Context: an optimization exercise on an open-source flow, tuned for small area, a short achievable clock period and few clock cycles per item. The choices shown serve that exercise and are no tape-out recipe. Only simulation tests tie the RTL to the original design; equivalence was not proved. Power figures rest on the tool's default switching activity, not on a simulated workload.

`design/flow/run.sh`:
```
#!/bin/bash
# synth_recipe.tcl (not shown) runs the flow's synth.tcl, then flattens the netlist and writes it again
# the make line also repeats each setting of config.mk as NAME=value (left out here)
make -C /OpenROAD-flow-scripts/flow DESIGN_CONFIG=/design/flow/config.mk WORK_HOME=/design/flow/orfs CLKGATE_MAP_FILE= SYNTH_SCRIPT=/design/flow/synth_recipe.tcl finish
```
`design/flow/config.mk`:
```
export PLATFORM = sky130hd
export DESIGN_NAME = zprize_mul_col_acc
export DESIGN_NICKNAME = zprize_mul_col_acc
export VERILOG_FILES = /design/flow/design.v
export SDC_FILE = /design/flow/constraint.sdc
export NUM_CORES = 4
export LEC_CHECK = 0
export CAP_MARGIN = 20
export CORE_MARGIN = 2
export CORE_UTILIZATION = 40
export SETUP_SLACK_MARGIN = 4.8
export SLEW_MARGIN = 20
```
`design/flow/constraint.sdc`:
```
create_clock -name core_clock -period 8.0 [get_ports {clk}]
set_input_delay 1.6000 -clock core_clock [delete_from_list [all_inputs] [get_ports {clk}]]
set_output_delay 1.6000 -clock core_clock [all_outputs]
set_load 0.01 [all_outputs]
```
`design/flow/design.v`:
```
package zprize_mul_pkg;
    localparam int unsigned OP_W    = 384;   
    localparam int unsigned LIMB_W  = 26;    
    localparam int unsigned N_LIMBS = 15;    
    localparam int unsigned COL_W   = 32;    
    localparam int unsigned META_W  = 32;    
    localparam int unsigned CHUNK_W = 3;     
    typedef enum logic [1:0] {
        IDLE,
        ACC,
        NORM,
        WAIT
    } state_t;
    function automatic integer clog2(input integer v);
        clog2 = $clog2(v);
    endfunction
endpackage
module zprize_col_norm
#(
    parameter int unsigned LW = zprize_mul_pkg::LIMB_W,
    parameter int unsigned CW = zprize_mul_pkg::COL_W
) (
    input  logic [CW-1:0]  col,
    input  logic [CW-LW:0] carry_in,
    output logic [LW-1:0]  digit,
    output logic [CW-LW:0] carry_out
);
    logic [CW:0] sum;
    always_comb begin
        sum       = {1'b0, col} + (CW+1)'(carry_in);
        digit     = sum[LW-1:0];
        carry_out = sum[CW:LW];
    end
endmodule
module zprize_mul_col_acc
#(
    parameter int unsigned W  = zprize_mul_pkg::OP_W,
    parameter int unsigned LW = zprize_mul_pkg::LIMB_W,
    parameter int unsigned NL = zprize_mul_pkg::N_LIMBS,
    parameter int unsigned CW = zprize_mul_pkg::COL_W,
    parameter int unsigned M  = zprize_mul_pkg::META_W,
    parameter int unsigned CI = zprize_mul_pkg::clog2(2 * NL)
) (
    input  logic                  clk,
    input  logic                  rst,
    input  logic                  in_valid,
    input  logic [2*LW-1:0]       in_prod,
    input  logic [CI-1:0]         in_col,
    input  logic                  in_first,
    input  logic                  in_last,
    input  logic [M-1:0]          in_m,
    output logic                  in_ready,
    output logic                  out_valid,
    input  logic                  out_ready,
    output logic [2*W-1:0]        out_prod,
    output logic [M-1:0]          out_m,
    output logic                  err
);
    localparam int unsigned NC = 2 * NL;
    localparam int unsigned HW = CW - LW;                  
    localparam int unsigned TW = 2 * W - (NC - 1) * LW;    
    localparam int unsigned K  = zprize_mul_pkg::CHUNK_W;  
    function automatic logic cut(input int unsigned i);
        cut = (i == LW) || (i < LW && (i % K) == 0);
    endfunction
    function automatic int unsigned cwid(input int unsigned c);
        cwid = (c == NC - 1) ? TW : CW;
    endfunction
    logic [CW-1:0]   col_q [NC];
    logic [CW-1:0]   kq    [NC];      
    logic [NC-2:0]   oh_q;            
    logic [NC-1:0]   clr_q;           
    logic [2*LW-1:0] prod_q;
    logic            last_q;          
    logic            acc_q;           
    logic            flush_q, norm_q;
    logic            in_ready_q, out_valid_q, err_q;
    logic [M-1:0]    m_q;
    logic            take, col_ok, beat, busy, anyk;
    logic [LW-1:0]   lo, hi;
    always_comb begin
        take   = in_valid && in_ready_q;
        col_ok = in_col <= CI'(NC - 2);
        beat   = take && col_ok;
        lo     = prod_q[LW-1:0];
        hi     = prod_q[2*LW-1:LW];
        busy   = 1'b0;
        anyk   = 1'b0;
        for (int unsigned c = 0; c < NC; c++) begin
            busy = busy | (|kq[c]);
            anyk = anyk | (|kq[c]);
            if (c < NC - 1) busy = busy | (|col_q[c][CW-1:LW]);
        end
    end
    always_ff @(posedge clk) begin
        if (!rst) begin
            oh_q        <= '0;
            clr_q       <= '0;
            last_q      <= 1'b0;
            acc_q       <= 1'b0;
            flush_q     <= 1'b0;
            norm_q      <= 1'b0;
            in_ready_q  <= 1'b1;
            out_valid_q <= 1'b0;
            err_q       <= 1'b0;
        end else begin
            for (int unsigned c = 0; c < NC - 1; c++) oh_q[c] <= beat && in_col == CI'(c);
            clr_q   <= {NC{beat && in_first}};
            last_q  <= beat && in_last;
            if ((in_valid && !in_ready_q) || (take && !col_ok) || (beat && !in_first && !acc_q))
                err_q <= 1'b1;
            if (beat) acc_q <= !in_last;
            if (beat && in_last) in_ready_q <= 1'b0;
            flush_q <= last_q || (flush_q && anyk);
            if (flush_q && !anyk) norm_q <= 1'b1;
            if (norm_q && !busy) begin
                norm_q      <= 1'b0;
                out_valid_q <= 1'b1;
            end
            if (out_valid_q && out_ready) begin
                out_valid_q <= 1'b0;
                in_ready_q  <= 1'b1;
            end
        end
    end
    always_ff @(posedge clk) begin
        prod_q <= in_prod;
        if (beat && in_last) m_q <= in_m;
    end
    logic [CW-1:0] base  [NC];
    logic [CW-1:0] add   [NC];
    logic [CW-1:0] col_d [NC];
    logic [CW-1:0] kd    [NC];
    logic [NC-1:0] jump;          
    always_comb begin
        for (int unsigned c = 0; c < NC; c++) begin
            logic          cy, ci;
            logic [HW-1:0] hin;
            logic [CW-1:0] low;
            hin  = (c > 0 && norm_q) ? col_q[c-1][CW-1:LW] : '0;
            low  = '0;
            for (int unsigned i = 0; i < cwid(c) && i < LW; i++) low[i] = 1'b1;
            jump[c] = hin[0] && !(|hin[HW-1:1]) && ((col_q[c] & low) == low)
                      && !(|(kq[c] & low));
            base[c] = col_q[c];
            if (clr_q[c] || jump[c]) base[c] = base[c] & ~low;
            if (clr_q[c]) base[c] = '0;
            if (norm_q && c < NC - 1) base[c][CW-1:LW] = '0;
            add[c] = '0;
            if (c < NC - 1 && oh_q[c]) add[c][LW-1:0] = add[c][LW-1:0] | lo;
            if (c > 0 && oh_q[c-1])    add[c][LW-1:0] = add[c][LW-1:0] | hi;
            add[c][HW-1:1] = add[c][HW-1:1] | hin[HW-1:1];
            if (c < NC - 1) add[c][LW] = kq[c][LW] && !clr_q[c];
            kd[c] = '0;
            cy    = 1'b0;
            for (int unsigned i = 0; i < cwid(c); i++) begin
                logic a, b;
                if (i == 0)       ci = hin[0] && !jump[c];
                else if (i == LW) ci = jump[c];
                else if (cut(i)) begin
                    ci       = kq[c][i] && !clr_q[c];
                    kd[c][i] = cy;
                end else          ci = cy;
                if (i == LW) kd[c][i] = cy;
                a = base[c][i];
                b = (i <= LW) ? add[c][i] : 1'b0;
                col_d[c][i] = a ^ b ^ ci;
                cy          = (a & b) | (a & ci) | (b & ci);
            end
            for (int unsigned i = cwid(c); i < CW; i++) col_d[c][i] = 1'b0;
        end
    end
    always_ff @(posedge clk) begin
        for (int unsigned c = 0; c < NC; c++) begin
            col_q[c] <= col_d[c];
            kq[c]    <= kd[c];
        end
    end
    always_comb begin
        for (int unsigned c = 0; c < NC - 1; c++) out_prod[c*LW +: LW] = col_q[c][LW-1:0];
        out_prod[(NC-1)*LW +: TW] = col_q[NC-1][TW-1:0];
    end
    assign in_ready  = in_ready_q;
    assign out_valid = out_valid_q;
    assign out_m     = m_q;
    assign err       = err_q;
endmodule
```
==> results of run 1 <==
[final cells by class]
| class | count | share of cell area |
|---|---|---|
| Inverter | 828 | 0.0376 |
| Tap cell | 2340 | 0.0354 |
| Sequential cell | 1328 | 0.331 |
| Clock inverter | 47 | 0.00763 |
| Timing Repair Buffer | 1019 | 0.113 |
| Antenna cell | 17 | 0.000515 |
| Multi-Input combinational cell | 3550 | 0.420 |
| Clock buffer | 238 | 0.0550 |
[worst min-delay path, delay by kind of cell, from the launching register on]
kind	cells	cell delay [ns]
xor+xnor	1	0.06
flops	1	0.32
simple gates	1	0.07
[cells in the final DEF, fill, tap and decap left out, drive strengths merged, types with 2 or more instances in the layout]
cell           instances
bufinv                11
nand3                  6
clkbuf               247
nand2b               237
bufbuf                 4
a222oi               140
nor3                  38
nor2                  75
a22o                 198
clkinv                24
nor4                 140
o21a                   3
fa                   794
nor2b                 60
nand4                214
inv                  838
ha                   118
clkdlybuf4s15         97
and4                   2
o211ai                 4
nand3b                27
xnor2                 30
or3                    2
a31oi                  2
dfxtp               1296
clkdlybuf4s50         94
and2                 427
clkinvlp               2
nand2                596
buf                  132
diode                 17
a22oi                395
and3                   3
or4                   30
dlygate4sd2          683
edfxtp                32
[power groups by stage]
stage	registers [mW]	clock network [mW]	logic (mW)
floorplan	7.34	0	1.24
global placement	7.89	0	1.69
detailed placement	7.89	0	1.73
CTS	7.75	7.42	1.55
global route	7.78	7.69	1.70
finish	7.79	7.35	1.57
[how the worst max path moves through the flow]
stage                          to  slack (ns)  depth (start not counted)
finish               col_q[29][8]        4.76                         10
global route        col_q[21][23]        4.67                         12
CTS                 col_q[21][14]        4.73                         12
detailed placement  col_q[29][11]        3.87                         11
global placement    col_q[29][11]        3.99                         11
floorplan            col_q[29][2]        4.93                         11
[logic make-up (layout without fill, tap and decap cells)]
kind of cell	count (synthesis)	count (layout)
compound gates	747	747
xor+xnor	31	31
fa+ha+maj	912	912
buf+inv	2047	2132
flops	1328	1328
other cells	0	17
simple gates	1852	1860
[per-layer routing]
metal	up-vias	wire length (um)
li1	21782	-
met1	27518	111000
met2	3849	135000
met3	937	32800
met4	0	25100
met5	-	0
[state kept, by name, summed over array words and instances (netlist names)]
signal,flops
acc_q,1
clr_q,1
col_q,942
err_q,1
flush_q,1
in_ready_q,1
kq,265
last_q,1
m_q,32
norm_q,1
oh_q,29
out_valid_q,1
prod_q,52
[through the flow]
stage               total power [mW]  worst slack [ns]   util  cell area [sq um]
floorplan                       8.58              4.93      -              71200
global placement                9.58              3.99  0.434              76600
detailed placement              9.61              3.87  0.434              76700
CTS                             16.7              4.73  0.464              81900
global route                    17.2              4.67  0.468              82600
finish                          16.7              4.76  0.468              82600
[what timing repair did]
action | 4_1_cts | 5_1_grt
setup buffers | 19 | 20
gates resized for setup | 1282 | 96
endpoints found under the setup margin | 1736 | 452
pin swaps | 7 | 32
gates cloned | 8 | 12
==> run summary, run 1 <==
cell area power density 202 mW/mm^2; Clk Latency, worst-skew pair 0.82 ns; largest net degree at the start of global routing 111; M2 GR Usage 0.503; Synth Area in Simple Gates 0.140; CP endpoint kind flip-flop; crit path max fanout 4; Commonest cells post-synth 1296 x dfxtp_1, 827 x inv_1, 794 x fa_1; top post-synthesis cells by area dfxtp_1 36%, fa_1 22%, buf_4 7.9%, inv_1 4.4%, a22oi_1 4.2%; Setup-failing EPs final 0; hold_sp col_q[9][31]; CP dominant cell by count fa_2; Synth Register Bits 1328; first-pass GRT wire length 416000 um; Post-synth ARST share 0; r2r worst-path depth 10; ANT nets after route 0; Finished Layout Cells 9367; Syn Area/Cell 10.3 sq um; multi-input logic area 0.0347 sq mm; CP delay by family, top simple AND/OR/NAND/NOR gates; Max clock buf depth 3; Post-synth EDFFs 32; All-Layer GR Usage 0.327; Psw 4.77 mW; most frequent cell after synthesis dfxtp_1; leak pwr 38.7 nW; FF+latch area 0.0274 sq mm; Vias per Instance 5.77; Vias 54086; final WL 304000 um; clock power share 0.440; H-Tree Depth 4; cell count after placement 9006; crit-path cells or4_4 -> or3_4 -> nor3_4 -> a31oi_4 -> and2_4 -> fa_2 -> fa_2 -> inv_2 -> fa_1 -> inv_1; period utilization 0.405; DR iter-0 viols 7268; Crit Reg-Reg Startpoint col_q[28][28]; RR Endpoint col_q[29][8]; FMAX 309 MHz; Int Pwr 11.9 mW; min Tclk post-route 3.24 ns; first-pass detailed-route iteration total 13; clock transition at the registers of the reported paths 0.06 ns; total congestion overflow 0; Root Buffer clkbuf_16; sequential-to-total area share from yosys stat 0.378; GR met1 Demand/Resource 0.405; top-area cell type share of the netlist area 0.364; Sink Count 1328; number of remaining DRC errors 0; fin. max-slew vios 0; grt met3 use 0.0783; status no timing/DRC/antenna violations; Peak supply drop 0.216 mV; CTS Hold Bufs 0; Yosys cell types 43; max_slew headroom 0.142; CP bufs+invs 2; chip width 426 um; Min Hold Slack 0.491 ns; worst hold-check path type flip-flop to flip-flop; largest family of logic cells by synthesized area adder cells; Ports 898; FF-to-FF setup slack 4.76 ns; busiest grt layer met2; Ys Warns 9; delay of the slowest cell on the worst path 0.52 ns; Flop pwr share 0.466; RSZ-0062 raised after global routing true; Hold Path Stages 2; ys flop type dfxtp_1; Placer Congestion 0.880; Hold Fails Final Rpt 0; synthesized-area fraction occupied by adder cells 0.244; # rows 154; Logic pwr share 0.094; Layout area overhead 16.0%; Sw Share 0.285; WP data arrival 3.98 ns; syn nets 7924; fin nets 7889; fill count 16573; cell count after synthesis 6917; area of the core 0.176 sq mm; Num CTS Buffers 155; Die Ht 426 um; WL/cell 32.4 um; Post-Synth XOR/XNOR Area 0.00381; post-synthesis mux area share 0; largest area contributor in the netlist dfxtp_1; antenna violations before repair 14; Critical Path Source Type flip-flop; critical path required time 8.74 ns; clock tree from TritonCTS done; layout cells sized above 1 0.117; # port buffers 897; CP Class flip-flop to flip-flop; total die area 0.182 sq mm; Synth Area in Compound Gates 0.0871; vias in the first global route 53705; clk_skew 0.0301 ns; Worst Hold End col_q[9][31]; max cap viols 0; synthesized cell area 0.0712 sq mm; setup TNS 0 ns; Worst-Margin Slew 1.27 ns; post-DP HPWL 188000 um; Initial Util 0.404; CP Launch Point col_q[28][28]; CP max stage cell or4_4
Testbench counts, summed over its fixed seeds: cycles 22,704, items 96.
==> run 2, diff against run 1 <==
--- a/design/flow/design.v
+++ b/design/flow/design.v
@@ -76,7 +76,7 @@
     logic            flush_q, norm_q;
     logic            in_ready_q, out_valid_q, err_q;
     logic [M-1:0]    m_q;
-    logic            take, col_ok, beat, busy, anyk;
+    logic            take, col_ok, beat, busy, anyk, big;
     logic [LW-1:0]   lo, hi;
     always_comb begin
         take   = in_valid && in_ready_q;
@@ -86,10 +86,14 @@
         hi     = prod_q[2*LW-1:LW];
         busy   = 1'b0;
         anyk   = 1'b0;
+        big    = 1'b0;
         for (int unsigned c = 0; c < NC; c++) begin
             busy = busy | (|kq[c]);
             anyk = anyk | (|kq[c]);
-            if (c < NC - 1) busy = busy | (|col_q[c][CW-1:LW]);
+            if (c < NC - 1) begin
+                busy = busy | (|col_q[c][CW-1:LW]);
+                big  = big | (&col_q[c][CW-1:CW-4]);
+            end
         end
     end
     always_ff @(posedge clk) begin
@@ -111,8 +115,8 @@
                 err_q <= 1'b1;
             if (beat) acc_q <= !in_last;
             if (beat && in_last) in_ready_q <= 1'b0;
-            flush_q <= last_q || (flush_q && anyk);
-            if (flush_q && !anyk) norm_q <= 1'b1;
+            flush_q <= (last_q && big) || (flush_q && anyk);
+            if ((last_q && !big) || (flush_q && !anyk)) norm_q <= 1'b1;
             if (norm_q && !busy) begin
                 norm_q      <= 1'b0;
                 out_valid_q <= 1'b1;
@@ -131,7 +135,9 @@
     logic [CW-1:0] add   [NC];
     logic [CW-1:0] col_d [NC];
     logic [CW-1:0] kd    [NC];
-    logic [NC-1:0] jump;          
+    logic [NC-1:0] thru;          
+    logic [NC-1:0] thru_q;        
+    logic [NC-1:0] thru_d;        
     always_comb begin
         for (int unsigned c = 0; c < NC; c++) begin
             logic          cy, ci;
@@ -140,11 +146,9 @@
             hin  = (c > 0 && norm_q) ? col_q[c-1][CW-1:LW] : '0;
             low  = '0;
             for (int unsigned i = 0; i < cwid(c) && i < LW; i++) low[i] = 1'b1;
-            jump[c] = hin[0] && !(|hin[HW-1:1]) && ((col_q[c] & low) == low)
-                      && !(|(kq[c] & low));
-            base[c] = col_q[c];
-            if (clr_q[c] || jump[c]) base[c] = base[c] & ~low;
-            if (clr_q[c]) base[c] = '0;
+            thru[c] = thru_q[c] && (c == 0 || !(|col_q[c-1][CW-1:LW+1]));
+            thru_d[c] = norm_q && ((col_q[c] & low) == low) && !(|(kq[c] & low)) && hin == '0;
+            base[c] = clr_q[c] ? '0 : col_q[c];
             if (norm_q && c < NC - 1) base[c][CW-1:LW] = '0;
             add[c] = '0;
             if (c < NC - 1 && oh_q[c]) add[c][LW-1:0] = add[c][LW-1:0] | lo;
@@ -155,17 +159,16 @@
             cy    = 1'b0;
             for (int unsigned i = 0; i < cwid(c); i++) begin
                 logic a, b;
-                if (i == 0)       ci = hin[0] && !jump[c];
-                else if (i == LW) ci = jump[c];
+                if (i == 0)       ci = hin[0];
+                else if (i == LW) ci = thru[c] && hin[0];
                 else if (cut(i)) begin
-                    ci       = kq[c][i] && !clr_q[c];
-                    kd[c][i] = cy;
+                    ci       = thru[c] ? hin[0] : (kq[c][i] && !clr_q[c]);
+                    kd[c][i] = cy && !thru[c];
                 end else          ci = cy;
-                if (i == LW) kd[c][i] = cy;
+                if (i == LW) kd[c][i] = cy && !thru[c];
                 a = base[c][i];
                 b = (i <= LW) ? add[c][i] : 1'b0;
-                col_d[c][i] = a ^ b ^ ci;
-                cy          = (a & b) | (a & ci) | (b & ci);
+                {cy, col_d[c][i]} = {1'b0, a} + {1'b0, b} + {1'b0, ci};
             end
             for (int unsigned i = cwid(c); i < CW; i++) col_d[c][i] = 1'b0;
         end
@@ -175,6 +178,7 @@
             col_q[c] <= col_d[c];
             kq[c]    <= kd[c];
         end
+        thru_q <= rst ? thru_d : '0;
     end
     always_comb begin
         for (int unsigned c = 0; c < NC - 1; c++) out_prod[c*LW +: LW] = col_q[c][LW-1:0];
==> design/flow/flow/run.sh (new file) <==
#!/bin/bash
# The standard layout (the standard.sh, unchanged synthesis and steps),
# with plain sky130 buffers instead of delay cells as the port buffers.
# The make output goes to standard_flow.log; each ORFS step keeps its own
# log under orfs/logs.
set -euo pipefail
export BUFFER_PORTS_ARGS="-buffer_cell sky130_fd_sc_hd__buf_2"
bash standard.sh > standard_flow.log 2>&1
==> design/flow/standard.sh (new file) <==
#!/bin/bash
# synth_recipe.tcl (not shown) runs the flow's synth.tcl, then flattens the netlist and writes it again
# the make line also repeats each setting of config.mk as NAME=value (left out here)
make -C /OpenROAD-flow-scripts/flow DESIGN_CONFIG=/design/flow/config.mk WORK_HOME=/design/flow/orfs CLKGATE_MAP_FILE= SYNTH_SCRIPT=/design/flow/synth_recipe.tcl "${@:-finish}"
--- a/design/flow/config.mk
+++ b/design/flow/config.mk
@@ -7,6 +7,6 @@
 export LEC_CHECK = 0
 export CAP_MARGIN = 20
 export CORE_MARGIN = 2
-export CORE_UTILIZATION = 40
+export CORE_UTILIZATION = 55
 export SETUP_SLACK_MARGIN = 4.8
 export SLEW_MARGIN = 20
removed: design/flow/run.sh
==> run 2 against run 1 <==
Sequential share of layout area increased by 0.71 points. Largest power group unchanged. Clock power increased by 0.7%. First-iteration DRC count up 19%.
==> run summary, run 2 <==
Die Ht 372 um (-13%); multi-input logic area 0.0372 sq mm (+7.3%); max_slew headroom 0.164 (+0.0221); fill count 11741 (-29%); All-Layer GR Usage 0.427 (+0.101); Placer Congestion 0.936 (+6.4%); status no timing/DRC/antenna violations; CP max stage cell dfxtp_4; FMAX 308 MHz (-0.45%); top flop regs col_q x942, kq x265, prod_q x52; top-area cell type share of the netlist area 0.356 (-0.00854); total die area 0.139 sq mm (-24%); Flop pwr share 0.454 (-0.012); syn nets 8456 (+6.7%); synthesized-area fraction occupied by adder cells 0.233 (-0.0111); cell area power density 206 mW/mm^2 (+1.6%); Setup-failing EPs final 0 (unchanged); ANT nets after route 0 (unchanged); area of the core 0.135 sq mm (-23%); Layout area overhead 9.32%; fin nets 8436 (+6.9%); top post-synthesis cells by area dfxtp_1 36%, fa_1 21%, buf_4 7.6%, nand2b_1 6.7%, a22oi_1 6.0%; largest family of logic cells by synthesized area adder cells; cell count after synthesis 7449 (+7.7%); Yosys cell types 44 (+2.3%); Sink Count 1358 (+2.3%); synthesized cell area 0.0746 sq mm (+4.8%); clock power share 0.441 (about the same); final WL 301000 um (-0.87%); max reg flops 942 (unchanged); first-pass detailed-route iteration total 13 (unchanged); delay of the slowest cell on the worst path 0.52 ns (about the same); most frequent cell after synthesis dfxtp_1; crit-path cells buf_12 -> nor2_2 -> a21oi_1 -> fa_1 -> fa_1 -> fa_1 -> inv_1; total congestion overflow 0 (unchanged); layout cells sized above 1 0.206 (+0.0888); most frequent cells in the layout 1245 x dfxtp_1, 898 x buf_2, 855 x inv_1; CP delay by family, top adder cells; clock tree from TritonCTS done; Num CTS Buffers 154 (-0.65%); Vias 58146 (+7.5%); Commonest cells post-synth 1326 x dfxtp_1, 855 x inv_1, 798 x nand2b_1; Clk Latency, worst-skew pair 0.80 ns (-0.02 ns); Synth Area in Compound Gates 0.0996 (+0.0125); WP data arrival 3.93 ns (-0.05 ns); vias in the first global route 55977 (+4.2%); RSZ-0062 raised after global routing true; H-Tree Depth 4 (unchanged); sequential-to-total area share from yosys stat 0.369 (-0.00915); Min Hold Slack 0.488 ns (-0.00290 ns); Ports 898 (unchanged); Max clock buf depth 3 (unchanged); number of remaining DRC errors 0 (unchanged); Post-synth EDFFs 32 (unchanged); Int Pwr 12.1 mW (+0.94%); Vias per Instance 6.22 (+7.8%); largest net degree at the start of global routing 192 (+73%); setup TNS 0 ns (unchanged); clk_skew 0.0272 ns (-0.00286 ns); min Tclk post-route 3.25 ns (+0.0148 ns); Post-synth ARST share 0 (unchanged); Psw 4.72 mW (-1.1%); Root Buffer clkbuf_16; ys flop type dfxtp_1; commonest non-fill, non-tap cell in the layout dfxtp_1; CP endpoint kind flip-flop; CP bufs+invs 2 (unchanged); post-DP HPWL 188000 um (about the same); fin util 0.604 (+0.136); first-pass GRT wire length 418000 um (+0.52%); Peak supply drop 0.183 mV (-15%); Ys Warns 9 (unchanged); fin. max-slew vios 0 (unchanged); Hold Path Stages 2 (unchanged); Synth Register Bits 1358 (+2.3%); period utilization 0.406 (+0.00184); Critical Path Source Type flip-flop; Sw Share 0.281 (-0.00410); CP Class flip-flop to flip-flop; Hold Fails Final Rpt 0 (unchanged); # rows 135 (-12%); Synth Area in Simple Gates 0.150 (+0.0103); chip width 372 um (-13%); Reg with most FFs col_q; CP dominant cell by count fa_1; antenna violations before repair 22 (+8); r2r worst-path depth 7 (-3); Worst-Margin Slew 1.24 ns (-0.0328 ns); # port buffers 897 (unchanged); CTS Hold Bufs 0 (unchanged); clock transition at the registers of the reported paths 0.06 ns (about the same); critical path required time 8.68 ns (-0.06 ns); Syn Area/Cell 10.0 sq um (-2.7%); post-synthesis mux area share 0 (unchanged); DR iter-0 viols 8679 (+19%); cell depth of the worst setup path 7 (-3); leak pwr 34.2 nW (-11%); FF+latch area 0.0276 sq mm (+0.89%); Post-Synth XOR/XNOR Area 0.00364 (-0.000174); worst hold-check path type flip-flop to flip-flop; max cap viols 0 (unchanged); WL/cell 32.2 um (-0.59%); Initial Util 0.552 (+0.149); largest area contributor in the netlist dfxtp_1; Logic pwr share 0.105 (+0.011); crit path max fanout 181 (+177)
[run 2: final cells by class]
type	count	area share
antenna	9	0.000276
clock buffer	235	0.0581
clock inverter	43	0.00572
inverter	855	0.0393
multi-input combinational	3976	0.456
sequential	1358	0.339
tap	1781	0.0273
timing repair buffer	1084	0.0747
[run 2: per-layer routing]
metal | track usage | wire length, um | up-vias | share of wire
li1 | - | - | 23636 | -
met1 | 0.567 | 111000 | 29241 | 0.37
met2 | 0.623 | 129000 | 4324 | 0.43
met3 | 0.130 | 40200 | 931 | 0.13
met4 | 0.238 | 20000 | 14 | 0.067
met5 | 0 | 86 | - | 0.00029
[run 2: cell families (layout without fill, tap and decap cells)]
family / after synthesis / count (layout)
other: 0 / 9
XOR/XNOR: 31 / 31
AND/OR/NAND/NOR: 1994 / 2014
buffers and inverters: 2135 / 2217
AO/OA/AOI/OAI: 1019 / 1019
flip-flops: 1358 / 1358
adder cells (fa/ha/maj): 912 / 912
[run 2: repair_timing]
action | in CTS | in global routing
hold endpoints to repair | 0 | 0
resized for setup | 151 | 63
endpoints found under the setup margin | 817 | 400
pin swaps | 11 | 20
cloned | 13 | 9
setup buffers | 32 | 53
[run 2: final timing paths]
path,to,startpoint,slack [ns]
max reg2reg,col_q[22][17],clr_q[0],4.75
min reg2reg,flush_q,flush_q,0.49
max,col_q[22][17],clr_q[0],4.75
min,flush_q,flush_q,0.49
[run 2: metrics by stage]
step | power [mW] | cells | setup WS, ns | area, sq um
final | 16.8 | 9341 | 4.75 | 81600
after detailed placement | 9.42 | 8947 | 3.52 | 74700
after floorplan | 8.80 | 7449 | 4.90 | 74600
after CTS | 16.7 | 9270 | 4.77 | 80900
after global routing | 17.2 | 9333 | 4.77 | 81600
after global placement | 9.40 | 8947 | 3.53 | 74700
[run 2: worst register-to-register path, stage by stage (launching register included)]
cell	delay, ns
dfxtp_4	0.52
buf_12	0.30
nor2_2	0.70
a21oi_1	0.18
fa_1	0.46
fa_1	0.44
fa_1	0.52
inv_1	0.04
[run 2: power by group through the flow]
stage | Sequential (mW) | Clock, mW | Combinational, mW
6_report | 7.62 | 7.40 | 1.76
5_1_grt | 7.62 | 7.68 | 1.89
4_1_cts | 7.59 | 7.41 | 1.71
3_5_place_dp | 7.73 | 0 | 1.69
3_3_place_gp | 7.74 | 0 | 1.66
2_1_floorplan | 7.49 | 0 | 1.31
Testbench counts of run 2, summed over its fixed seeds: cycles 22,705, items 96.
==> run 3, diff against run 2 <==
--- a/design/flow/design.v
+++ b/design/flow/design.v
@@ -68,22 +68,22 @@
     endfunction
     logic [CW-1:0]   col_q [NC];
     logic [CW-1:0]   kq    [NC];      
-    logic [NC-2:0]   oh_q;            
-    logic [NC-1:0]   clr_q;           
-    logic [2*LW-1:0] prod_q;
+    logic [NC-1:0]   sel_q;           
+    logic            keep_q;          
+    logic [2*LW-1:0] prod_q;          
     logic            last_q;          
     logic            acc_q;           
     logic            flush_q, norm_q;
     logic            in_ready_q, out_valid_q, err_q;
     logic [M-1:0]    m_q;
     logic            take, col_ok, beat, busy, anyk, big;
-    logic [LW-1:0]   lo, hi;
+    logic [LW-1:0]   ev, od;
     always_comb begin
         take   = in_valid && in_ready_q;
         col_ok = in_col <= CI'(NC - 2);
         beat   = take && col_ok;
-        lo     = prod_q[LW-1:0];
-        hi     = prod_q[2*LW-1:LW];
+        ev     = prod_q[LW-1:0];
+        od     = prod_q[2*LW-1:LW];
         busy   = 1'b0;
         anyk   = 1'b0;
         big    = 1'b0;
@@ -98,8 +98,8 @@
     end
     always_ff @(posedge clk) begin
         if (!rst) begin
-            oh_q        <= '0;
-            clr_q       <= '0;
+            sel_q       <= '0;
+            keep_q      <= 1'b1;
             last_q      <= 1'b0;
             acc_q       <= 1'b0;
             flush_q     <= 1'b0;
@@ -108,8 +108,9 @@
             out_valid_q <= 1'b0;
             err_q       <= 1'b0;
         end else begin
-            for (int unsigned c = 0; c < NC - 1; c++) oh_q[c] <= beat && in_col == CI'(c);
-            clr_q   <= {NC{beat && in_first}};
+            for (int unsigned c = 0; c < NC; c++)
+                sel_q[c] <= beat && (in_col == CI'(c) || (c > 0 && in_col == CI'(c - 1)));
+            keep_q  <= !(beat && in_first);
             last_q  <= beat && in_last;
             if ((in_valid && !in_ready_q) || (take && !col_ok) || (beat && !in_first && !acc_q))
                 err_q <= 1'b1;
@@ -128,7 +129,7 @@
         end
     end
     always_ff @(posedge clk) begin
-        prod_q <= in_prod;
+        prod_q <= in_col[0] ? {in_prod[LW-1:0], in_prod[2*LW-1:LW]} : in_prod;
         if (beat && in_last) m_q <= in_m;
     end
     logic [CW-1:0] base  [NC];
@@ -138,6 +139,7 @@
     logic [NC-1:0] thru;          
     logic [NC-1:0] thru_q;        
     logic [NC-1:0] thru_d;        
+    logic [NC-1:0] hin0;          
     always_comb begin
         for (int unsigned c = 0; c < NC; c++) begin
             logic          cy, ci;
@@ -146,15 +148,16 @@
             hin  = (c > 0 && norm_q) ? col_q[c-1][CW-1:LW] : '0;
             low  = '0;
             for (int unsigned i = 0; i < cwid(c) && i < LW; i++) low[i] = 1'b1;
-            thru[c] = thru_q[c] && (c == 0 || !(|col_q[c-1][CW-1:LW+1]));
-            thru_d[c] = norm_q && ((col_q[c] & low) == low) && !(|(kq[c] & low)) && hin == '0;
-            base[c] = clr_q[c] ? '0 : col_q[c];
+            hin0[c]   = hin[0];
+            thru[c]   = thru_q[c];
+            thru_d[c] = norm_q && ((col_q[c] & low) == low) && !(|(kq[c] & low)) && hin == '0
+                        && !(c > 0 && kq[c-1][LW] && thru[c-1] && hin0[c-1]);
+            base[c] = keep_q ? col_q[c] : '0;
             if (norm_q && c < NC - 1) base[c][CW-1:LW] = '0;
             add[c] = '0;
-            if (c < NC - 1 && oh_q[c]) add[c][LW-1:0] = add[c][LW-1:0] | lo;
-            if (c > 0 && oh_q[c-1])    add[c][LW-1:0] = add[c][LW-1:0] | hi;
+            if (sel_q[c]) add[c][LW-1:0] = (c % 2 == 0) ? ev : od;
             add[c][HW-1:1] = add[c][HW-1:1] | hin[HW-1:1];
-            if (c < NC - 1) add[c][LW] = kq[c][LW] && !clr_q[c];
+            if (c < NC - 1) add[c][LW] = kq[c][LW] && keep_q;
             kd[c] = '0;
             cy    = 1'b0;
             for (int unsigned i = 0; i < cwid(c); i++) begin
@@ -162,7 +165,7 @@
                 if (i == 0)       ci = hin[0];
                 else if (i == LW) ci = thru[c] && hin[0];
                 else if (cut(i)) begin
-                    ci       = thru[c] ? hin[0] : (kq[c][i] && !clr_q[c]);
+                    ci       = thru[c] ? hin[0] : (kq[c][i] && keep_q);
                     kd[c][i] = cy && !thru[c];
                 end else          ci = cy;
                 if (i == LW) kd[c][i] = cy && !thru[c];
--- a/design/flow/config.mk
+++ b/design/flow/config.mk
@@ -8,5 +8,5 @@
 export CAP_MARGIN = 20
 export CORE_MARGIN = 2
 export CORE_UTILIZATION = 55
-export SETUP_SLACK_MARGIN = 4.8
+export SETUP_SLACK_MARGIN = 5.0
 export SLEW_MARGIN = 20
==> run 3 against run 2 <==
Critical path depth unchanged. Sequential power increased by 1%. Register-to-register slack improved by 0.24 ns. Utilization increased by 0.56 points. Cell count decreased by 2.3%. Critical path type unchanged. Critical endpoint is now col_q[18][11]. Highest routed layer unchanged.
==> run summary, run 3 <==
Vias per Instance 5.71 (-8.3%); crit-path cells buf_16 -> and3_4 -> a21oi_1 -> fa_1 -> fa_1 -> fa_1 -> inv_1; Worst-Margin Slew 1.26 ns (+0.0171 ns); CP Class flip-flop to flip-flop; clock tree from TritonCTS done; first-pass GRT wire length 364000 um (-13%); post-synthesis mux area share 0.00852 (+0.00852); clk_skew 0.0299 ns (+0.00262 ns); total die area 0.130 sq mm (-6.1%); H-Tree Depth 4 (unchanged); largest area contributor in the netlist dfxtp_1; Worst Hold End flush_q; min Tclk post-route 3.01 ns (-0.242 ns); PnR worst setup slack 4.99 ns (+0.242 ns); fin nets 8354 (-0.97%); max_slew headroom 0.161 (-0.00374); Root Buffer clkbuf_16; Max clock buf depth 3 (unchanged); Ys Warns 9 (unchanged); worst hold-check path type flip-flop to flip-flop; Post-Synth XOR/XNOR Area 0.00400 (+0.000362); Die Ht 361 um (-3.1%); total congestion overflow 0 (unchanged); Crit Reg-Reg Startpoint norm_q; first-pass detailed-route iteration total 5 (-8); WL/cell 28.0 um (-13%); setup TNS 0 ns (unchanged); max cap viols 0 (unchanged); Clk Latency, worst-skew pair 0.80 ns (about the same); FF-to-FF setup slack 4.99 ns (+0.24 ns); Layout area overhead 9.66%; layout cells sized above 1 0.218 (+0.0124); Post-synth EDFFs 32 (unchanged); top post-synthesis cells by area dfxtp_1 38%, fa_1 23%, nand2_1 8.3%, buf_4 8.1%, inv_1 4.6%; Syn Area/Cell 9.56 sq um (-4.6%); FMAX 332 MHz (+8.1%); antenna violations before repair 18 (-18%); leak pwr 34.2 nW (-0.20%); Hold Fails Final Rpt 0 (unchanged); All-Layer GR Usage 0.387 (-0.0404); clock transition at the registers of the reported paths 0.06 ns (about the same); Ports 898 (unchanged); Synth Register Bits 1359 (+0.074%); CP max stage cell fa_1; cell count after synthesis 7333 (-1.6%); fin util 0.610 (+0.00565); cell count after placement 8812 (-1.5%); synthesized cell area 0.0701 sq mm (-6.1%); Num CTS Buffers 150 (-2.6%); # port buffers 897 (unchanged); commonest non-fill, non-tap cell in the layout nand2_1; period utilization 0.376 (-0.0303); most frequent cell after synthesis nand2_1; Sink Count 1359 (+0.074%); cell area power density 214 mW/mm^2 (+4.0%); chip width 361 um (-3.1%); Synth Area in Compound Gates 0.0384 (-0.0612); Initial Util 0.556 (+0.00346); hold_sp flush_q; Setup-failing EPs final 0 (unchanged); # rows 130 (-3.7%); Commonest cells post-synth 1550 x nand2_1, 1327 x dfxtp_1, 854 x inv_1; CP dominant cell by count fa_1; status no timing/DRC/antenna violations; Hold Path Stages 2 (unchanged); Vias 52090 (-10%); Yosys cell types 49 (+11%); most frequent cells in the layout 1548 x nand2_1, 1058 x dfxtp_1, 853 x inv_1; crit path max fanout 58 (-68%); number of remaining DRC errors 0 (unchanged); top flop regs col_q x942, kq x265, prod_q x52; CP endpoint kind flip-flop; Critical Path Source Type flip-flop; final WL 255000 um (-15%); r2r worst-path depth 7 (unchanged); WP data arrival 3.69 ns (-0.24 ns); Final Total Pwr 16.4 mW (-2.1%); delay of the slowest cell on the worst path 0.53 ns (about the same); ys flop type dfxtp_1; DR iter-0 viols 5100 (-41%); area of the core 0.126 sq mm (-6.7%); top-area cell type share of the netlist area 0.379 (+0.0235); Synth Area in Simple Gates 0.162 (+0.0114); RSZ-0062 raised after global routing true; post-DP HPWL 182000 um (-3.1%); RR Endpoint col_q[18][11]; largest net degree at the start of global routing 98 (-49%); max reg flops 942 (unchanged); syn nets 8340 (-1.4%); Peak supply drop 0.214 mV (+17%); critical path required time 8.68 ns (about the same); Post-synth ARST share 0 (unchanged); sequential-to-total area share from yosys stat 0.393 (+0.0243); ANT nets after route 0 (unchanged); Reg with most FFs col_q; synthesized-area fraction occupied by adder cells 0.248 (+0.0152); fin. max-slew vios 0 (unchanged); Setup WS pre-CTS 3.56 ns (+0.0446 ns); Placer Congestion 0.968 (+3.3%); Finished Layout Cells 9123 (-2.3%); vias in the first global route 51680 (-7.7%); largest family of logic cells by synthesized area adder cells
run 3: changes by cell type after synthesis, sizes merged, moves of 53 or more:
cell | previous run | this run
clkbuf | 484 | 363
a22oi | 592 | 145
a222oi | 140 | 0
mux2 | 0 | 53
nand2 | 174 | 1550
nand2b | 798 | 5
run 3: cell families (layout without fill, tap and decap cells):
| family | Yosys count | after routing |
|---|---|---|
| adder cells (fa/ha/maj) | 912 | 912 |
| AND/OR/NAND/NOR | 2561 | 2561 |
| XOR/XNOR | 32 | 32 |
| multiplexers | 53 | 53 |
| AO/OA/AOI/OAI | 432 | 432 |
| other | 0 | 9 |
| buffers and inverters | 1984 | 2115 |
| flip-flops | 1359 | 1359 |
run 3: worst max path at each step:
stage / startpoint / end / cells after the start
after floorplan: keep_q / col_q[10][11] / 10
after global placement: keep_q / col_q[17][5] / 8
after detailed placement: keep_q / col_q[17][5] / 8
after CTS: in_col[0] / m_q[22] / 6
after global routing: keep_q / col_q[0][5] / 9
final: norm_q / col_q[18][11] / 7
run 3: metrics by stage:
stage	hold slack, ns	instance area [sq um]
floorplan	0.433	70100
global placement	0.474	70100
detailed placement	0.484	70100
CTS	0.494	76400
global route	0.517	76800
finish	0.497	76800
run 3: what timing repair did:
| action | in CTS | in global routing |
|---|---|---|
| buffers inserted | 13 | 4 |
| pin swaps | 4 | 4 |
| gates cloned | 9 | 7 |
| setup endpoints to repair | 1261 | 312 |
| gates resized for setup | 386 | 71 |
| hold buffers | 0 | 0 |
run 3: final cells by class:
cell class | instances | area (sq um)
Fill cell | 11056 | 49200
Multi-Input combinational cell | 3990 | 32700
Sequential cell | 1359 | 27900
Timing Repair Buffer | 990 | 5960
Clock buffer | 225 | 4460
Inverter | 855 | 3210
Tap cell | 1650 | 2060
Clock inverter | 44 | 528
Antenna cell | 9 | 22.5
Timing Repair inverter | 1 | 7.51
run 3: worst max-delay path: cells and delay by family, from the launching register on:
| kind | cells | cell delay [ns] |
|---|---|---|
| simple gates | 1 | 0.44 |
| compound gates | 1 | 0.11 |
| buf+inv | 2 | 0.35 |
| flops | 1 | 0.48 |
| fa+ha+maj | 3 | 1.42 |
run 3: where the power goes:
| group | internal [mW] | total (mW) | leakage (nW) | switching (mW) |
|---|---|---|---|---|
| clock | 4.18 | 7.12 | 2.47 | 2.94 |
| sequential | 7.18 | 7.73 | 11.2 | 0.550 |
| combinational | 0.550 | 1.57 | 20.5 | 1.02 |
run 3: metal layers:
layer,share of wire,track usage,up-vias
met5,0.00020,0,-
met4,0.059,0.195,8
met3,0.099,0.0923,652
met2,0.45,0.604,2776
met1,0.39,0.505,26480
li1,-,-,22174
Testbench counts of run 3, summed over its fixed seeds: cycles 22,705, items 96.
==> run 4, diff against run 3 <==
--- a/design/flow/config.mk
+++ b/design/flow/config.mk
@@ -8,5 +8,7 @@
 export CAP_MARGIN = 20
 export CORE_MARGIN = 2
 export CORE_UTILIZATION = 55
+export CTS_CLUSTER_DIAMETER = 70
+export CTS_CLUSTER_SIZE = 25
 export SETUP_SLACK_MARGIN = 5.0
 export SLEW_MARGIN = 20
==> run 4 against run 3 <==
Die area did not move. Still clean. Clock skew decreased by 0.0040 ns. Critical path depth is 1 lower. Largest power group unchanged. Clock power shrank 26%.
==> run summary, run 4 <==
Peak supply drop 0.190 mV (-11%); fin. max-slew vios 0 (unchanged); commonest non-fill, non-tap cell in the layout nand2_1; cell area power density 195 mW/mm^2 (-8.7%); Sw Share 0.306 (+0.0311); DR iter-0 viols 5210 (+2.2%); Logic pwr share 0.106 (+0.011); setup TNS 0 ns (unchanged); CP max stage cell nor4_1; Worst Hold End in_ready_q; Flop pwr share 0.529 (+0.058); RR Endpoint norm_q; Critical Path Source Type flip-flop; Vias per Instance 5.72 (+0.17%); Worst-Margin Slew 1.22 ns (-0.0394 ns); vias in the first global route 50711 (-1.9%); Clk Latency, worst-skew pair 0.74 ns (-0.06 ns); Ports 898 (unchanged); chip width 361 um (unchanged); max reg flops 942 (unchanged); crit path max fanout 3 (-95%); RSZ-0062 raised after global routing true; area of the core 0.126 sq mm (unchanged); Ys Warns 9 (unchanged); first-pass detailed-route iteration total 6 (+1); period utilization 0.383 (+0.00683); fin nets 8295 (-0.71%); r2r worst-path depth 6 (-1); max cap viols 0 (unchanged); Commonest cells post-synth 1550 x nand2_1, 1327 x dfxtp_1, 854 x inv_1; ANT nets after route 0 (unchanged); clock power share 0.364 (-0.069); Yosys cell types 49 (unchanged); final WL 252000 um (-1.2%); clk_skew 0.0259 ns (-0.00400 ns); synthesized cell area 0.0701 sq mm (unchanged); Vias 51561 (-1.0%); WL/cell 28.0 um (about the same); CP delay by family, top simple AND/OR/NAND/NOR gates; first-pass GRT wire length 360000 um (-1.2%); top-area cell type share of the netlist area 0.379 (unchanged); Post-synth EDFFs 32 (unchanged); met3 WL 24000 um (-4.5%); Psw 4.45 mW (-1.3%); Synth Register Bits 1359 (unchanged); Root Buffer clkbuf_16; clock transition at the registers of the reported paths 0.09 ns (+0.03 ns); H-Tree Depth 3 (-1); # rows 130 (unchanged); WP data arrival 3.70 ns (about the same); syn nets 8340 (unchanged); Hold Fails Final Rpt 0 (unchanged); crit-path cells nor4_1 -> nand2_1 -> nor4_1 -> nand3_1 -> or4b_4 -> and3_4; Int Pwr 10.1 mW (-15%); multi-input logic area 0.0327 sq mm (-0.14%); FF+latch area 0.0277 sq mm (-0.78%); most frequent cells in the layout 1548 x nand2_1, 1226 x dfxtp_1, 887 x buf_2; Layout area overhead 6.54%; Max clock buf depth 3 (unchanged); fill count 11279 (+2.0%); CP endpoint kind flip-flop; post-DP HPWL 182000 um (unchanged); clock tree from TritonCTS done; Hold Path Stages 2 (unchanged); status no timing/DRC/antenna violations; most frequent cell after synthesis nand2_1; Sink Count 1359 (unchanged); number of remaining DRC errors 0 (unchanged); Final Total Pwr 14.6 mW (-11%); total die area 0.130 sq mm (unchanged); WL met2 116000 um (-0.10%); CP bufs+invs 0 (-2); Syn Area/Cell 9.56 sq um (unchanged); sequential-to-total area share from yosys stat 0.393 (unchanged); CP dominant cell by count nor4_1; All-Layer GR Usage 0.381 (-0.00568); leak pwr 33.2 nW (-3.0%); largest net degree at the start of global routing 98 (unchanged); Setup-failing EPs final 0 (unchanged); Initial Util 0.556 (unchanged); Die Ht 361 um (unchanged); total congestion overflow 0 (unchanged); max_slew headroom 0.186 (+0.0252); highest metal used met5; critical path required time 8.63 ns (-0.05 ns); # port buffers 897 (unchanged); delay of the slowest cell on the worst path 0.91 ns (+0.38 ns); cell count after synthesis 7333 (unchanged); Reg with most FFs col_q; top flop regs col_q x942, kq x265, prod_q x52; antenna violations before repair 20 (+2); CP Class flip-flop to flip-flop; FF-to-FF setup slack 4.94 ns (-0.05 ns); Placer Congestion 0.968 (unchanged); largest area contributor in the netlist dfxtp_1; Crit Reg-Reg Startpoint kq[28][6]; Post-synth ARST share 0 (unchanged); Num CTS Buffers 89 (-41%); top post-synthesis cells by area dfxtp_1 38%, fa_1 23%, nand2_1 8.3%, buf_4 8.1%, inv_1 4.6%; ys flop type dfxtp_1; min Tclk post-route 3.06 ns (+0.0546 ns); wire length on met1 98300 um (-0.54%); hold_sp out_valid_q; worst hold-check path type flip-flop to flip-flop; FMAX 326 MHz (-1.8%); layout cells sized above 1 0.190 (-0.0285)
==> run 4: cell counts after synthesis <==
Identical to the previous run, type by type.
==> run 4: worst max-delay path by stage <==
stage | startpoint | to | slack, ns | cells past startpoint
2_1_floorplan | keep_q | col_q[10][11] | 4.91 | 10
3_3_place_gp | keep_q | col_q[17][5] | 3.56 | 8
3_5_place_dp | keep_q | col_q[17][5] | 3.56 | 8
4_1_cts | in_col[0] | m_q[14] | 4.82 | 6
5_1_grt | norm_q | col_q[22][8] | 4.98 | 7
6_report | kq[28][6] | norm_q | 4.94 | 6
==> run 4: routing by layer <==
layer  track usage  up-vias
li1              -    22011
met2         0.603     2646
met3        0.0826      578
met4         0.170       20
met5             0        -
met1         0.505    26306
==> run 4: worst min-delay path: cells and delay by family, from the launching register on <==
kind,cells,cell delay [ns]
and+or+nand+nor,2,0.12
DFF,1,0.34
==> run 4: final cells by class <==
| type | count | area share |
|---|---|---|
| Tap cell | 1650 | 0.0277 |
| Multi-Input combinational cell | 3990 | 0.437 |
| Clock inverter | 65 | 0.0111 |
| Clock buffer | 99 | 0.0322 |
| Timing Repair Buffer | 992 | 0.0779 |
| Sequential cell | 1359 | 0.371 |
| Inverter | 855 | 0.0430 |
| Timing Repair inverter | 1 | 0.000101 |
| Antenna cell | 4 | 0.000134 |
==> run 4: cells by family (layout without fill, tap and decap cells) <==
family                     count (synthesis)  after routing  share of synthesized area
xor gates and xnor gates                  32             32                    0.00400
DFF                                     1359           1359                      0.393
other                                      0              4                          0
adders and majority gates                912            912                      0.248
muxes                                     53             53                    0.00852
buffers and inverters                   1984           2012                      0.147
and+or+nand+nor                         2561           2561                      0.162
AOI/OAI and AO/OA                        432            432                     0.0384
==> run 4: stage by stage <==
stage / hold WS (ns) / worst slack, ns / util / instances / instance area (sq um)
floorplan: 0.433 / 4.91 / - / 7333 / 70100
global route: 0.529 / 4.98 / 0.592 / 9011 / 74600
global placement: 0.474 / 3.56 / 0.556 / 8812 / 70100
finish: 0.505 / 4.94 / 0.592 / 9015 / 74700
detailed placement: 0.484 / 3.56 / 0.556 / 8812 / 70100
CTS: 0.500 / 4.82 / 0.589 / 8995 / 74200
==> run 4: power by group through the flow <==
stage               registers (mW)  clock network (mW)  logic [mW]
floorplan                     7.52                   0        1.25
global placement              7.84                   0        1.43
detailed placement            7.84                   0        1.46
CTS                           7.68                5.35        1.52
global route                  7.72                5.60        1.70
finish                        7.71                5.30        1.55
==> run 4: timing repair <==
action,CTS,global route
gates cloned,8,6
resized for setup,159,69
endpoints found under the hold margin,0,0
pin swaps,2,5
setup buffers,11,10
setup endpoints to repair,1054,340
hold buffers,0,0
==> run 5, diff against run 4 <==
--- a/design/flow/config.mk
+++ b/design/flow/config.mk
@@ -7,8 +7,8 @@
 export LEC_CHECK = 0
 export CAP_MARGIN = 20
 export CORE_MARGIN = 2
-export CORE_UTILIZATION = 55
-export CTS_CLUSTER_DIAMETER = 70
-export CTS_CLUSTER_SIZE = 25
+export CORE_UTILIZATION = 60
+export CTS_CLUSTER_DIAMETER = 60
+export CTS_CLUSTER_SIZE = 20
 export SETUP_SLACK_MARGIN = 5.0
 export SLEW_MARGIN = 20
==> run 5 against run 4 <==
Still clean on timing, DRC and antenna. Cell area rose by 0.96%. Fmax barely moved. Worst hold slack got worse by 0.017 ns. Global-route usage rose by 2.5 points. Register-to-register slack barely moved. Largest cell class unchanged. Largest power group unchanged.
==> run summary, run 5 <==
status no timing/DRC/antenna violations; Placer Congestion 0.950 (-1.9%); Post-synth ARST share 0 (unchanged); critical path required time 8.64 ns (about the same); Clk Latency, worst-skew pair 0.74 ns (about the same); vias in the first global route 51238 (+1.0%); cell count after synthesis 7333 (unchanged); final WL 246000 um (-2.6%); All-Layer GR Usage 0.407 (+0.0255); max reg flops 942 (unchanged); RSZ-0062 raised after global routing true; max_slew headroom 0.197 (+0.0116); WL/cell 27.4 um (-2.0%); Max clock buf depth 3 (unchanged); leak pwr 33.7 nW (+1.5%); Vias per Instance 5.83 (+1.9%); min Tclk post-route 3.06 ns (-0.00174 ns); Initial Util 0.604 (+0.0479); CP bufs+invs 0 (unchanged); ys flop type dfxtp_1; setup TNS 0 ns (unchanged); largest area contributor in the netlist dfxtp_1; clock transition at the registers of the reported paths 0.08 ns (about the same); Commonest cells post-synth 1550 x nand2_1, 1327 x dfxtp_1, 854 x inv_1; commonest non-fill, non-tap cell in the layout nand2_1; chip width 346 um (-4.2%); Ports 898 (unchanged); Reg with most FFs col_q; worst hold-check path type flip-flop to flip-flop; FMAX 327 MHz (about the same); number of remaining DRC errors 0 (unchanged); Min Hold Slack 0.488 ns (-0.0171 ns); largest net degree at the start of global routing 77 (-21%); clk_skew 0.0309 ns (+0.00505 ns); crit path max fanout 3 (unchanged); period utilization 0.383 (about the same); cell area power density 207 mW/mm^2 (+6.0%); CP Class flip-flop to flip-flop; synthesized cell area 0.0701 sq mm (unchanged); top-area cell type share of the netlist area 0.379 (unchanged); most frequent cell after synthesis nand2_1; Layout area overhead 7.56%; sequential-to-total area share from yosys stat 0.393 (unchanged); WP data arrival 3.71 ns (about the same); CP endpoint kind flip-flop; area of the core 0.116 sq mm (-7.9%); Num CTS Buffers 121 (+36%); Vias 52199 (+1.2%); antenna violations before repair 17 (-15%); Ys Warns 9 (unchanged); Synth Register Bits 1359 (unchanged); DR iter-0 viols 5396 (+3.6%); delay of the slowest cell on the worst path 0.99 ns (+0.08 ns); Setup-failing EPs final 0 (unchanged); first-pass GRT wire length 355000 um (-1.4%); ANT nets after route 0 (unchanged); Critical Path Source Type flip-flop; total congestion overflow 0 (unchanged); Worst-Margin Slew 1.20 ns (-0.0231 ns); syn nets 8340 (unchanged); # port buffers 897 (unchanged); most frequent cells in the layout 1549 x nand2_1, 1292 x dfxtp_1, 896 x buf_2; Sink Count 1359 (unchanged); top flop regs col_q x942, kq x265, prod_q x52; post-DP HPWL 179000 um (-1.8%); first-pass detailed-route iteration total 8 (+2); clock tree from TritonCTS done; total die area 0.120 sq mm (-8.2%); Hold Fails Final Rpt 0 (unchanged); Yosys cell types 49 (unchanged); fin. max-slew vios 0 (unchanged); Peak supply drop 0.201 mV (+5.9%); CP max stage cell nor4_1; CP delay by family, top simple AND/OR/NAND/NOR gates; fin nets 8339 (+0.53%); CTS Hold Bufs 0 (unchanged); layout cells sized above 1 0.187 (-0.00213); Syn Area/Cell 9.56 sq um (unchanged); Root Buffer clkbuf_16; H-Tree Depth 3 (unchanged); fill count 9877 (-12%); Post-synth EDFFs 32 (unchanged); max cap viols 0 (unchanged); top post-synthesis cells by area dfxtp_1 38%, fa_1 23%, nand2_1 8.3%, buf_4 8.1%, inv_1 4.6%; Die Ht 346 um (-4.2%); crit-path cells nor4_1 -> nand4_1 -> nor4_1 -> nand4_1 -> or4b_4 -> and3_4; # rows 125 (-3.8%)
run 5: path summary, 6_finish.rpt:
check	startpoint	end	slack, ns	cells after the start
worst max register to register	kq[9][18]	norm_q	4.94	6
worst min register to register	flush_q	flush_q	0.49	2
worst max-delay path	kq[9][18]	norm_q	4.94	6
worst min-delay path	flush_q	flush_q	0.49	2
run 5: metrics by stage:
stage	worst slack [ns]	instances	util	total power, mW	area [sq um]
2_1_floorplan	4.91	7333	-	8.77	70100
3_3_place_gp	4.28	8708	0.604	9.25	70100
3_5_place_dp	4.24	8708	0.604	9.28	70100
4_1_cts	5.00	8949	0.646	15.6	75000
5_1_grt	4.86	8958	0.649	16.0	75400
6_report	4.94	8960	0.649	15.6	75400
run 5: routing by layer:
layer  track usage  part of all wire
met5             0           0.00058
met4         0.192             0.054
met3        0.0864              0.10
met2         0.645              0.46
met1         0.536              0.38
run 5: layout make-up:
| cell class | count | area, sq um | area share |
|---|---|---|---|
| multi-input cells | 3991 | 32700 | 0.434 |
| flip-flops and latches | 1359 | 27600 | 0.366 |
| repair buffers | 1004 | 5710 | 0.0758 |
| inverters | 855 | 3210 | 0.0426 |
| clock buffers | 132 | 3150 | 0.0418 |
| well taps | 1524 | 1910 | 0.0253 |
| clock inverters | 93 | 1120 | 0.0149 |
| diodes | 2 | 5.00 | 0.0000664 |
run 5: worst register-to-register path, delay by kind of cell, from the launching register on:
kind	cells	cell delay [ns]
simple gates	6	2.64
flops	1	0.32
run 5: what timing repair did:
action	4_1_cts	5_1_grt
setup endpoints to repair	891	334
pin swaps	5	1
buffers inserted	10	4
resized for setup	128	45
gates cloned	6	3
run 5: cells by family (layout without fill, tap and decap cells):
group	count (synthesis)	after routing	share of synthesized area
multiplexers	53	53	0.00852
XOR/XNOR	32	32	0.00400
adder cells (fa/ha/maj)	912	912	0.248
buffers and inverters	1984	2084	0.147
flip-flops	1359	1359	0.393
AO/OA/AOI/OAI	432	432	0.0384
AND/OR/NAND/NOR	2561	2562	0.162
other	0	2	0
run 5: power breakdown:
group | leakage (nW) | switching (mW) | internal [mW]
Clock | 2.06 | 3.00 | 3.35
Sequential | 11.1 | 0.430 | 7.15
Combinational | 20.5 | 1.11 | 0.534
Total | 33.7 | 4.54 | 11.0
==> run 6, diff against run 5 <==
--- a/design/flow/design.v
+++ b/design/flow/design.v
@@ -140,12 +140,15 @@
     logic [NC-1:0] thru_q;        
     logic [NC-1:0] thru_d;        
     logic [NC-1:0] hin0;          
+    logic [NC-1:0] mv_q;          
+    logic [NC-1:0] mv_d;          
+    logic          enter;         
     always_comb begin
         for (int unsigned c = 0; c < NC; c++) begin
             logic          cy, ci;
             logic [HW-1:0] hin;
             logic [CW-1:0] low;
-            hin  = (c > 0 && norm_q) ? col_q[c-1][CW-1:LW] : '0;
+            hin  = mv_q[c] ? col_q[c-1][CW-1:LW] : '0;
             low  = '0;
             for (int unsigned i = 0; i < cwid(c) && i < LW; i++) low[i] = 1'b1;
             hin0[c]   = hin[0];
@@ -153,11 +156,11 @@
             thru_d[c] = norm_q && ((col_q[c] & low) == low) && !(|(kq[c] & low)) && hin == '0
                         && !(c > 0 && kq[c-1][LW] && thru[c-1] && hin0[c-1]);
             base[c] = keep_q ? col_q[c] : '0;
-            if (norm_q && c < NC - 1) base[c][CW-1:LW] = '0;
+            if (c < NC - 1 && mv_q[c+1]) base[c][CW-1:LW] = '0;
             add[c] = '0;
             if (sel_q[c]) add[c][LW-1:0] = (c % 2 == 0) ? ev : od;
             add[c][HW-1:1] = add[c][HW-1:1] | hin[HW-1:1];
-            if (c < NC - 1) add[c][LW] = kq[c][LW] && keep_q;
+            if (c < NC - 1) add[c][LW] = kq[c][LW];
             kd[c] = '0;
             cy    = 1'b0;
             for (int unsigned i = 0; i < cwid(c); i++) begin
@@ -165,7 +168,7 @@
                 if (i == 0)       ci = hin[0];
                 else if (i == LW) ci = thru[c] && hin[0];
                 else if (cut(i)) begin
-                    ci       = thru[c] ? hin[0] : (kq[c][i] && keep_q);
+                    ci       = thru[c] ? hin[0] : kq[c][i];
                     kd[c][i] = cy && !thru[c];
                 end else          ci = cy;
                 if (i == LW) kd[c][i] = cy && !thru[c];
@@ -175,13 +178,18 @@
             end
             for (int unsigned i = cwid(c); i < CW; i++) col_d[c][i] = 1'b0;
         end
+        enter = (last_q && !big) || (flush_q && !anyk);
+        mv_d  = '0;
+        for (int unsigned c = 1; c < NC; c++)
+            mv_d[c] = enter || (norm_q && (kq[c-1][LW] || (thru[c-1] && hin0[c-1])));
     end
     always_ff @(posedge clk) begin
         for (int unsigned c = 0; c < NC; c++) begin
             col_q[c] <= col_d[c];
-            kq[c]    <= kd[c];
+            kq[c]    <= (rst && beat && in_first) ? '0 : kd[c];
         end
         thru_q <= rst ? thru_d : '0;
+        mv_q   <= rst ? mv_d : '0;
     end
     always_comb begin
         for (int unsigned c = 0; c < NC - 1; c++) out_prod[c*LW +: LW] = col_q[c][LW-1:0];
--- a/design/flow/config.mk
+++ b/design/flow/config.mk
@@ -7,8 +7,8 @@
 export LEC_CHECK = 0
 export CAP_MARGIN = 20
 export CORE_MARGIN = 2
-export CORE_UTILIZATION = 60
-export CTS_CLUSTER_DIAMETER = 60
-export CTS_CLUSTER_SIZE = 20
+export CORE_UTILIZATION = 55
+export CTS_CLUSTER_DIAMETER = 70
+export CTS_CLUSTER_SIZE = 25
 export SETUP_SLACK_MARGIN = 5.0
 export SLEW_MARGIN = 20
==> run 6 against run 5 <==
Routed wire length up 2.7%. Sequential share of layout area up 0.67 points. Clock power down 7.9%. Critical path type unchanged. Worst hold slack better by 0.0051 ns. Still clean.
==> run summary, run 6 <==
Worst Hold End flush_q; clk_skew 0.0322 ns (+0.00133 ns); max cap viols 0 (unchanged); largest area contributor in the netlist dfxtp_1; first-pass GRT wire length 361000 um (+1.8%); fill count 11317 (+15%); post-DP HPWL 182000 um (+1.7%); top post-synthesis cells by area dfxtp_1 38%, fa_1 22%, nand2_1 8.1%, buf_4 8.0%, inv_1 4.4%; FF-to-FF setup slack 4.97 ns (+0.03 ns); CTS Hold Bufs 0 (unchanged); fin util 0.593 (-0.0561); number of remaining DRC errors 0 (unchanged); crit-path cells nor4_1 -> nand4_1 -> nor4_1 -> nand2_1 -> or4_1 -> o22ai_1; Min Hold Slack 0.493 ns (+0.00507 ns); cell count after placement 8920 (+2.4%); delay of the slowest cell on the worst path 0.83 ns (-0.16 ns); Die Ht 363 um (+4.9%); max_slew headroom 0.189 (-0.00816); CP bufs+invs 0 (unchanged); Hold Fails Final Rpt 0 (unchanged); Peak supply drop 0.165 mV (-18%); total die area 0.132 sq mm (+10%); Hold Path Stages 2 (unchanged); Syn Area/Cell 9.63 sq um (+0.79%); Ports 898 (unchanged); syn nets 8356 (+0.19%); Max clock buf depth 3 (unchanged); Initial Util 0.554 (-0.0495); CP delay by family, top simple AND/OR/NAND/NOR gates; Clk Latency, worst-skew pair 0.73 ns (about the same); Crit Reg-Reg Startpoint col_q[22][29]; area of the core 0.128 sq mm (+10%); Final Total Pwr 15.3 mW (-1.9%); WL/cell 27.6 um (+0.70%); Root Buffer clkbuf_16; clock transition at the registers of the reported paths 0.09 ns (about the same); fin nets 8386 (+0.56%); CP Launch Point col_q[22][29]; Synth Register Bits 1388 (+2.1%); final WL 252000 um (+2.7%); WP data arrival 3.67 ns (-0.04 ns); FMAX 330 MHz (+0.90%); RSZ-0062 raised after global routing true; max reg flops 942 (unchanged); CP endpoint kind flip-flop; period utilization 0.379 (-0.00341); Yosys cell types 44 (-10%); critical path required time 8.64 ns (about the same); total congestion overflow 0 (unchanged); antenna violations before repair 30 (+13); hold_sp flush_q; Reg with most FFs col_q; min Tclk post-route 3.03 ns (-0.0273 ns); top-area cell type share of the netlist area 0.384 (+0.00443); Post-synth EDFFs 32 (unchanged); Vias per Instance 5.69 (-2.4%); crit path max fanout 4 (+1); worst hold-check path type flip-flop to flip-flop; Num CTS Buffers 101 (-17%); RR Endpoint out_valid_q; top flop regs col_q x942, kq x265, prod_q x52; clock tree from TritonCTS done; largest net degree at the start of global routing 181 (+140%); Layout area overhead 7.05%; CP Class flip-flop to flip-flop; Sink Count 1388 (+2.1%); Finished Layout Cells 9134 (+1.9%); most frequent cell after synthesis nand2_1; # rows 131 (+4.8%); Placer Congestion 0.911 (-4.0%); ys flop type dfxtp_1; vias in the first global route 50749 (-0.95%); CP dominant cell by count nor4_1; H-Tree Depth 3 (unchanged); # port buffers 897 (unchanged); cell count after synthesis 7349 (+0.22%); Post-synth ARST share 0 (unchanged); leak pwr 32.7 nW (-2.8%); Vias 51950 (-0.48%); Critical Path Source Type flip-flop; layout cells sized above 1 0.185 (-0.00234); All-Layer GR Usage 0.382 (-0.0247); ANT nets after route 0 (unchanged); most frequent cells in the layout 1531 x nand2_1, 1256 x dfxtp_1, 893 x buf_2; Worst-Margin Slew 1.21 ns (+0.0180 ns); Commonest cells post-synth 1534 x nand2_1, 1356 x dfxtp_1, 828 x inv_1; cell area power density 202 mW/mm^2 (-2.5%); setup TNS 0 ns (unchanged); sequential-to-total area share from yosys stat 0.397 (+0.00429); fin. max-slew vios 0 (unchanged); commonest non-fill, non-tap cell in the layout nand2_1; r2r worst-path depth 6 (unchanged); first-pass detailed-route iteration total 6 (-2); synthesized cell area 0.0708 sq mm (+1.0%); Ys Warns 10 (+1); CP max stage cell nor4_1; chip width 363 um (+4.9%); status no timing/DRC/antenna violations; Setup-failing EPs final 0 (unchanged); DR iter-0 viols 5064 (-6.2%)
[run 6: cell types whose count changed in the layout (fill, tap and decap cells not counted), moves of 19 or more]
cell,delta
o21a_1,+57
dfxtp_2,+67
nor2b_1,+39
clkbuf_16,-20
nor3_1,-26
nor2b_4,-28
and3_2,-19
nand4b_1,-21
inv_1,-27
clkinv_1,+25
dfxtp_1,-36
[run 6: per-layer routing]
metal / vias to the layer above / GRT usage / wire length [um]
met4: 12 / 0.191 / 14200
met3: 585 / 0.0815 / 25500
met5: - / 0 / 73
li1: 22349 / - / -
met2: 2661 / 0.592 / 114000
met1: 26343 / 0.509 / 98100
[run 6: worst min-delay path, cell delays in order (launching register included)]
cell and delay [ns]:
dfxtp_1 0.31, o21ai_0 0.06, a21boi_0 0.07
[run 6: cell type report]
type	count	area [sq um]	area share
clock inverter	74	1020	0.0135
multi-input combinational	4047	33000	0.436
inverter	856	3220	0.0425
clock buffer	113	2720	0.0359
tap	1662	2080	0.0274
timing repair inverter	1	7.51	0.0000991
timing repair buffer	984	5430	0.0717
antenna	9	22.5	0.000297
sequential	1388	28200	0.373
[run 6: stage by stage]
stage          worst slack [ns]  area [sq um]
2_1_floorplan              4.99         70900
3_3_place_gp               3.44         71300
3_5_place_dp               3.37         71300
4_1_cts                    5.00         75500
5_1_grt                    4.96         75800
6_report                   4.97         75800
[run 6: kinds of logic after synthesis]
| group | share of synthesized area |
|---|---|
| simple gates | 0.157 |
| mux | 0.00827 |
| fa+ha+maj | 0.245 |
| flops | 0.397 |
| compound gates | 0.0468 |
| xor+xnor | 0.00396 |
| buf+inv | 0.142 |
[run 6: where the power goes]
group	switching, mW	leakage (nW)	internal (mW)
Sequential	0.667	11.3	7.31
Combinational	0.937	19.6	0.514
Clock	3.06	1.81	2.79
[run 6: worst max-delay path by stage]
stage / depth (start not counted) / slack [ns] / to
floorplan: 8 / 4.99 / kq[0][12]
global placement: 9 / 3.44 / sel_q[2]
detailed placement: 9 / 3.37 / sel_q[2]
CTS: 9 / 5.00 / sel_q[2]
global route: 7 / 4.96 / thru_q[16]
finish: 6 / 4.97 / out_valid_q
[run 6: repair_timing]
action                                  4_1_cts  5_1_grt
gates resized for setup                     103       42
pin swaps                                     0        1
buffers inserted                              9        5
endpoints found under the setup margin      733      335
cloned                                        3        1
Testbench counts of run 6, summed over its fixed seeds: cycles 22,705, items 96.

what the ideal ports hide:
No port has a modelled driver above. Below, the same layouts with a new extraction and two added sets of constraints. Step 1 sets driving cells, clkbuf_16 on the clock port and buf_2 on the other inputs (assumed; they add their load-dependent delay and slew). Step 2, shift: input delay + t, output delay - t, t = (earliest + latest rising clock arrival at the registers) / 2. This alone moves slack from input paths to output paths. a / b / c = no drivers / after step 1 / after step 2; a / b = the first two.
| run | t, ns | slack for setup (ns) | slew at the worst register clock pin (ns) |
|---|---|---|---|
| run 1 | 0.889 | 4.764 / 4.746 / 4.166 | 0.07 / 0.07 |
| run 2 | 0.875 | 4.749 / 4.745 / 4.003 | 0.06 / 0.06 |
| run 3 | 0.867 | 4.992 / 4.940 / 4.119 | 0.06 / 0.06 |
| run 4 | 0.812 | 4.937 / 4.934 / 4.154 | 0.10 / 0.10 |
| run 5 | 0.812 | 4.939 / 4.900 / 4.087 | 0.08 / 0.08 |
| run 6 | 0.792 | 4.966 / 4.933 / 4.194 | 0.10 / 0.10 |
After both steps every run listed still meets setup and hold. For run 3, which loses most, drivers alone change the setup slack by -0.052 ns; drivers and shift together by -0.873 ns.
